Context: an optimization exercise on an open-source flow, tuned for small area, a short achievable clock period and few clock cycles per item. The choices shown serve that exercise and are no tape-out recipe. The RTL was checked by simulation tests, not by an equivalence proof against the original design. Power is estimated from default activity; no workload was simulated.

Setup of cedar:
==> flow/design.v <==
`default_nettype none
package pci_target_pkg;
	localparam logic [31:0] MEM_BASE = 32'h0000_1000;   
	localparam logic [3:0] CMD_MEM_READ      = 4'b0110;
	localparam logic [3:0] CMD_MEM_WRITE     = 4'b0111;
	localparam logic [3:0] CMD_MEM_READ_MULT = 4'b1100;
	localparam logic [3:0] CMD_MEM_READ_LINE = 4'b1110;
endpackage
`default_nettype wire
`timescale 1ns/1ps
`default_nettype none
module target_ram
(
	input  wire logic        clk,
	input  wire logic [4:0]  e_addr,    
	input  wire logic [3:0]  e_lane,    
	input  wire logic [4:0]  o_addr,    
	input  wire logic [3:0]  o_lane,
	input  wire logic [31:0] c_data,    
	input  wire logic        c_odd,     
	input  wire logic [63:0] r_sel,     
	output logic      [31:0] rdata
);
	logic        ph;                   
	logic [63:0][31:0] raw;            
	logic [31:0] c_col;                
	logic [31:0] p_col;                
	logic [31:0] e_col;                
	logic [31:0] o_col;
	always_ff @(posedge clk)
		ph <= !ph;
	assign c_col = c_data ^ {32{ph}};
	always_ff @(posedge clk)
		p_col <= ~c_col;
	assign e_col = c_odd ? p_col : c_col;
	assign o_col = c_odd ? c_col : p_col;
	for (genvar w = 0; w < 64; w++)
	begin : g_word
		logic [3:0]  sel;
		logic [31:0] col;
		assign sel = (w % 2 == 0) ? ((e_addr == 5'(w / 2)) ? e_lane : 4'd0)
		                          : ((o_addr == 5'(w / 2)) ? o_lane : 4'd0);
		assign col = (w % 2 == 0) ? e_col : o_col;
		for (genvar b = 0; b < 4; b++)
		begin : g_lane
			always_ff @(posedge clk)
				raw[w][b*8 +: 8] <= ~(({8{sel[b]}} & col[b*8 +: 8]) | raw[w][b*8 +: 8]);
		end
	end
	logic [31:0] r_or;
	always_comb
	begin
		r_or  = '0;
		for (int w = 0; w < 64; w++)
			r_or = r_or | (raw[w] & {32{r_sel[w]}});
	end
	assign rdata = r_or ^ {32{ph}};
endmodule
`default_nettype wire
`timescale 1ns/1ps
`default_nettype none
module pci_target_top
(
	input  wire logic        clk,
	input  wire logic        rst,
	input  wire logic        frame,
	input  wire logic        irdy,
	input  wire logic [31:0] ad_in,
	input  wire logic [3:0]  cbe_in,
	output logic             devsel,
	output logic             trdy,
	output logic             stop,
	output logic      [31:0] ad_out,
	output logic             ad_oe
);
	logic       idle;       
	logic       miss;       
	logic       turn;       
	logic       wr;         
	logic       rd;         
	logic       rl;         
	logic       lin;        
	logic [1:0] kc;         
	logic [5:0] ptr;        
	logic [5:0] ptr_nxt;
	logic [5:0] ptr_d;      
	logic       odd;        
	logic [4:0] ea;         
	logic [4:0] oa;         
	logic [63:0] rsel;      
	logic       claim;
	logic       xfer;       
	logic       we;         
	logic       last_ld;    
	logic       p_we;
	logic [3:0] p_be;
	logic [31:0] rdata;
	assign claim = (ad_in[31:8] == 24'h00_0010) && !ad_in[0] &&
	               ((cbe_in == pci_target_pkg::CMD_MEM_READ)      ||
	                (cbe_in == pci_target_pkg::CMD_MEM_WRITE)     ||
	                (cbe_in == pci_target_pkg::CMD_MEM_READ_MULT) ||
	                (cbe_in == pci_target_pkg::CMD_MEM_READ_LINE));
	assign xfer    = !trdy && !irdy;
	assign we      = xfer && wr;
	assign ptr_nxt = lin ? ptr + 6'd1 : {ptr[5:2], ptr[1:0] + 2'd1};
	assign last_ld = (lin && ptr == 6'd63) || (rd && kc == 2'd1) || (rl && kc == 2'd3);
	always_ff @(posedge clk)
	begin
		if (idle)
		begin
			wr  <= cbe_in == pci_target_pkg::CMD_MEM_WRITE;
			rd  <= cbe_in == pci_target_pkg::CMD_MEM_READ;
			rl  <= cbe_in == pci_target_pkg::CMD_MEM_READ_LINE;
			lin <= !ad_in[1];
			kc  <= 2'd0;
			rsel <= 64'd1 << ad_in[7:2];
		end
		else if (turn || xfer)
		begin
			kc  <= kc + 2'd1;
			if (lin)
				rsel <= {rsel[62:0], rsel[63]};
			else                                            
				for (int g = 0; g < 16; g++)
					rsel[g*4 +: 4] <= {rsel[g*4 +: 3], rsel[g*4 + 3]};
		end
	end
	assign ptr_d = idle ? ad_in[7:2] : (turn || xfer) ? ptr_nxt : ptr;
	always_ff @(posedge clk)
	begin
		ptr <= ptr_d;
		odd <= idle ? ad_in[2] : (turn || xfer) ? !odd : odd;
		ea  <= ptr_d[0] ? ptr[5:1] : ptr_d[5:1];
		oa  <= ptr_d[0] ? ptr_d[5:1] : ptr[5:1];
	end
	always_ff @(posedge clk)
	begin
		if (!rst)
		begin
			idle   <= 1'b1;
			miss   <= 1'b0;
			turn   <= 1'b0;
			devsel <= 1'b1;
			trdy   <= 1'b1;
			stop   <= 1'b1;
			ad_oe  <= 1'b0;
		end
		else if (idle)
		begin
			if (!frame)                                     
			begin
				idle <= 1'b0;
				if (claim)
				begin
					devsel <= 1'b0;
					if (cbe_in == pci_target_pkg::CMD_MEM_WRITE)
					begin
						trdy <= 1'b0;
						stop <= !(!ad_in[1] && ad_in[7:2] == 6'd63);
					end
					else
						turn <= 1'b1;
				end
				else
					miss <= 1'b1;
			end
		end
		else if (miss)
		begin
			if (frame && irdy)                              
			begin
				miss <= 1'b0;
				idle <= 1'b1;
			end
		end
		else if (turn)
		begin
			turn  <= 1'b0;
			trdy  <= 1'b0;
			ad_oe <= 1'b1;
			stop  <= !last_ld;
		end
		else if (!trdy)
		begin
			if (!irdy)
			begin
				if (frame)                                  
				begin
					idle   <= 1'b1;
					devsel <= 1'b1;
					trdy   <= 1'b1;
					stop   <= 1'b1;
					ad_oe  <= 1'b0;
				end
				else if (!stop)                             
				begin
					trdy  <= 1'b1;
					ad_oe <= 1'b0;
				end
				else
					stop <= !(wr ? (lin && ptr == 6'd62) : last_ld);
			end
		end
		else                                                
		begin
			idle   <= 1'b1;
			devsel <= 1'b1;
			stop   <= 1'b1;
		end
	end
	always_ff @(posedge clk)
	begin
		if (trdy || !irdy)
			ad_out <= rdata;
	end
	always_ff @(posedge clk)
	begin
		p_we   <= we;
		p_be   <= ~cbe_in;
	end
	target_ram u_ram
	(
		.clk    (clk),
		.e_addr (ea),
		.e_lane (odd ? (p_we ? p_be : 4'd0) : (we ? ~cbe_in : 4'd0)),
		.o_addr (oa),
		.o_lane (odd ? (we ? ~cbe_in : 4'd0) : (p_we ? p_be : 4'd0)),
		.c_data (ad_in),
		.c_odd  (odd),
		.r_sel  (rsel),
		.rdata  (rdata)
	);
endmodule
`default_nettype wire
clock: 5.0 ns
lec_check: 0
cap_margin: 20
core_margin: 2
core_utilization: 45
cts_cluster_diameter: 80
cts_cluster_size: 20
setup_slack_margin: 2.4
slew_margin: 20
tns_end_percent: 20
run.sh (not shown) runs the stock make flow with config.mk's settings and CLKGATE_MAP_FILE= SYNTH_SCRIPT=/design/flow/synth_recipe.tcl, a recipe that flattens the netlist after the stock synthesis.
cedar | stages: all done | timing, DRC, antenna: all pass
Testbench counts of cedar, summed over its fixed seeds: cycles 35,152, words 23,255.
Edits applied to the flow inputs when going from cedar to maple:
--- a/flow/design.v
+++ b/flow/design.v
@@ -19,5 +19,6 @@
 	input  wire logic [31:0] c_data,    
 	input  wire logic        c_odd,     
-	input  wire logic [63:0] r_sel,     
+	input  wire logic [7:0]  r_hi,      
+	input  wire logic [7:0]  r_lo,      
 	output logic      [31:0] rdata
 );
@@ -48,7 +49,10 @@
 		end
 	end
+	logic [63:0] r_sel;
 	logic [31:0] r_or;
 	always_comb
 	begin
+		for (int w = 0; w < 64; w++)
+			r_sel[w] = r_hi[w / 8] && r_lo[w % 8];
 		r_or  = '0;
 		for (int w = 0; w < 64; w++)
@@ -84,9 +88,6 @@
 	logic [5:0] ptr;        
 	logic [5:0] ptr_nxt;
-	logic [5:0] ptr_d;      
-	logic       odd;        
-	logic [4:0] ea;         
-	logic [4:0] oa;         
-	logic [63:0] rsel;      
+	logic [7:0] rs_hi;      
+	logic [7:0] rs_lo;      
 	logic       claim;
 	logic       xfer;       
@@ -94,4 +95,5 @@
 	logic       last_ld;    
 	logic       p_we;
+	logic [5:0] p_ptr;
 	logic [3:0] p_be;
 	logic [31:0] rdata;
@@ -114,23 +116,21 @@
 			lin <= !ad_in[1];
 			kc  <= 2'd0;
-			rsel <= 64'd1 << ad_in[7:2];
+			ptr <= ad_in[7:2];
+			rs_hi <= 8'd1 << ad_in[7:5];
+			rs_lo <= 8'd1 << ad_in[4:2];
 		end
 		else if (turn || xfer)
 		begin
 			kc  <= kc + 2'd1;
+			ptr <= ptr_nxt;
 			if (lin)
-				rsel <= {rsel[62:0], rsel[63]};
+			begin
+				rs_lo <= {rs_lo[6:0], rs_lo[7]};
+				if (rs_lo[7])
+					rs_hi <= {rs_hi[6:0], rs_hi[7]};
+			end
 			else                                            
-				for (int g = 0; g < 16; g++)
-					rsel[g*4 +: 4] <= {rsel[g*4 +: 3], rsel[g*4 + 3]};
-		end
-	end
-	assign ptr_d = idle ? ad_in[7:2] : (turn || xfer) ? ptr_nxt : ptr;
-	always_ff @(posedge clk)
-	begin
-		ptr <= ptr_d;
-		odd <= idle ? ad_in[2] : (turn || xfer) ? !odd : odd;
-		ea  <= ptr_d[0] ? ptr[5:1] : ptr_d[5:1];
-		oa  <= ptr_d[0] ? ptr_d[5:1] : ptr[5:1];
+				rs_lo <= {rs_lo[6:4], rs_lo[7], rs_lo[2:0], rs_lo[3]};
+		end
 	end
 	always_ff @(posedge clk)
@@ -217,4 +217,5 @@
 	begin
 		p_we   <= we;
+		p_ptr  <= ptr;
 		p_be   <= ~cbe_in;
 	end
@@ -222,11 +223,12 @@
 	(
 		.clk    (clk),
-		.e_addr (ea),
-		.e_lane (odd ? (p_we ? p_be : 4'd0) : (we ? ~cbe_in : 4'd0)),
-		.o_addr (oa),
-		.o_lane (odd ? (we ? ~cbe_in : 4'd0) : (p_we ? p_be : 4'd0)),
+		.e_addr (ptr[0] ? p_ptr[5:1] : ptr[5:1]),
+		.e_lane (ptr[0] ? (p_we ? p_be : 4'd0) : (we ? ~cbe_in : 4'd0)),
+		.o_addr (ptr[0] ? ptr[5:1] : p_ptr[5:1]),
+		.o_lane (ptr[0] ? (we ? ~cbe_in : 4'd0) : (p_we ? p_be : 4'd0)),
 		.c_data (ad_in),
-		.c_odd  (odd),
-		.r_sel  (rsel),
+		.c_odd  (ptr[0]),
+		.r_hi   (rs_hi),
+		.r_lo   (rs_lo),
 		.rdata  (rdata)
 	);
Findings:
- Looking at destination of the critical timing path, the ad_out[1] result is from maple; the ad_out[0] one comes from cedar.
- Critical path depth (higher): maple
- On post-detailed-placement half-perimeter wirelength, maple and cedar are neck and neck.
- Via count delta (maple − cedar): unfavourable
- STATUS design area: maple loses against cedar
- cedar -> maple: areal power density over the cells decreased by a few percent
- maple ended up with more standard cells than cedar.
- Of maple and cedar, it is maple that has the lower fill cell total of the finished layout.
Testbench counts of maple, summed over its fixed seeds: cycles 35,152, words 23,255.

* * *

JK:
RTL: the design.v shown in full above, as it stands there.
make LEC_CHECK=0 CAP_MARGIN=20 CORE_MARGIN=2 CORE_UTILIZATION=45 CTS_CLUSTER_DIAMETER=80 CTS_CLUSTER_SIZE=20 SETUP_SLACK_MARGIN=2.5 SLEW_MARGIN=20 finish   # period 5.0 ns
Testbench counts of JK, summed over its fixed seeds: cycles 35,152, words 23,255.
> inputs changed (JK -> MS)
diff --git a/flow/design.v b/flow/design.v
--- a/flow/design.v
+++ b/flow/design.v
@@ -82,20 +82,23 @@
 	logic       lin;        
 	logic [1:0] kc;         
 	logic [5:0] ptr;        
 	logic [5:0] ptr_nxt;
 	logic [5:0] ptr_d;      
-	logic       odd;        
 	logic [4:0] ea;         
 	logic [4:0] oa;         
 	logic [63:0] rsel;      
 	logic       claim;
 	logic       xfer;       
 	logic       we;         
 	logic       last_ld;    
-	logic       p_we;
-	logic [3:0] p_be;
+	logic        w1_we;
+	logic [5:0]  w1_ptr;
+	logic [3:0]  w1_be;
+	logic [31:0] w1_data;
+	logic        p_we;
+	logic [3:0]  p_be;
 	logic [31:0] rdata;
 	assign claim = (ad_in[31:8] == 24'h00_0010) && !ad_in[0] &&
 	               ((cbe_in == pci_target_pkg::CMD_MEM_READ)      ||
 	                (cbe_in == pci_target_pkg::CMD_MEM_WRITE)     ||
 	                (cbe_in == pci_target_pkg::CMD_MEM_READ_MULT) ||
@@ -125,16 +128,11 @@
 					rsel[g*4 +: 4] <= {rsel[g*4 +: 3], rsel[g*4 + 3]};
 		end
 	end
 	assign ptr_d = idle ? ad_in[7:2] : (turn || xfer) ? ptr_nxt : ptr;
 	always_ff @(posedge clk)
-	begin
 		ptr <= ptr_d;
-		odd <= idle ? ad_in[2] : (turn || xfer) ? !odd : odd;
-		ea  <= ptr_d[0] ? ptr[5:1] : ptr_d[5:1];
-		oa  <= ptr_d[0] ? ptr_d[5:1] : ptr[5:1];
-	end
 	always_ff @(posedge clk)
 	begin
 		if (!rst)
 		begin
 			idle   <= 1'b1;
@@ -213,22 +211,28 @@
 		if (trdy || !irdy)
 			ad_out <= rdata;
 	end
 	always_ff @(posedge clk)
 	begin
-		p_we   <= we;
-		p_be   <= ~cbe_in;
+		w1_we   <= we;
+		w1_ptr  <= ptr;
+		w1_be   <= ~cbe_in;
+		w1_data <= ad_in;
+		p_we    <= w1_we;
+		p_be    <= w1_be;
+		ea      <= ptr[0] ? w1_ptr[5:1] : ptr[5:1];
+		oa      <= ptr[0] ? ptr[5:1] : w1_ptr[5:1];
 	end
 	target_ram u_ram
 	(
 		.clk    (clk),
 		.e_addr (ea),
-		.e_lane (odd ? (p_we ? p_be : 4'd0) : (we ? ~cbe_in : 4'd0)),
+		.e_lane (w1_ptr[0] ? (p_we ? p_be : 4'd0) : (w1_we ? w1_be : 4'd0)),
 		.o_addr (oa),
-		.o_lane (odd ? (we ? ~cbe_in : 4'd0) : (p_we ? p_be : 4'd0)),
-		.c_data (ad_in),
-		.c_odd  (odd),
+		.o_lane (w1_ptr[0] ? (w1_we ? w1_be : 4'd0) : (p_we ? p_be : 4'd0)),
+		.c_data (w1_data),
+		.c_odd  (w1_ptr[0]),
 		.r_sel  (rsel),
 		.rdata  (rdata)
 	);
 endmodule
 `default_nettype wire
==> comparison <==
- Taking JK as 1.0, MS lands at 0.936 on area used by multi-input combinational logic.
- Relative to JK, met3 global-route usage has increased by 2.0 points in MS.
- In the metrics for JK and MS, the one carrying the lower maximum net fanout on the critical path is JK.
- Measured against each other, JK and MS differ in post-placement worst setup slack, the lower figure coming from JK.
- Diff JK -> MS: non-filler instance count after layout moved up; critical path depth moved down; post-cts repair resize count moved down.
- JK → MS: clock network power share shrank by 2.2 points, power share of the combinational group now larger.
- Layout net count: MS vs JK up 1.6%
- Summary: with JK as the reference, count of clock-buffer cells in the layout in MS moved up by more than 10%.
Testbench counts of MS, summed over its fixed seeds: cycles 35,152, words 23,255.

-- separate check: timing with driven ports --
The results above use ideal ports. As a check the final layouts listed here were re-extracted and re-timed, cells and wires unchanged.
Step 1 (the two cells are an assumption about what drives the block):
set clk [get_ports {clk}]
set_driving_cell -lib_cell sky130_fd_sc_hd__clkbuf_16 $clk
set_driving_cell -lib_cell sky130_fd_sc_hd__buf_2 [delete_from_list [all_inputs] $clk]
Step 2 adds t to the input delays and takes it off the output delays; t is the mean of the earliest and latest rising clock arrival at the registers after step 1. Input paths then give back, and output paths get back, about the clock's delay inside the block.
a / b / c = ideal ports / drivers / drivers and shift; a / b = the first two.
| run | shift t [ns] | setup WS [ns] | worst setup path after step 2 | worst data-port slew with drivers (ns) |
|---|---|---|---|---|
| cedar | 0.909 | 2.044 / 2.044 / 1.372 | input to register | 0.20 |
| maple | 0.883 | 1.773 / 1.773 / 1.410 | input to register | 0.05 |
| JK | 0.909 | 2.276 / 2.276 / 1.426 | input to register | 0.23 |
| MS | 0.910 | 2.333 / 2.316 / 1.771 | input to register | 0.03 |
After both steps setup and hold are still met in every run listed. The setup slack of JK, which loses most, moves by 0.000 ns with the drivers and by -0.850 ns with both steps.
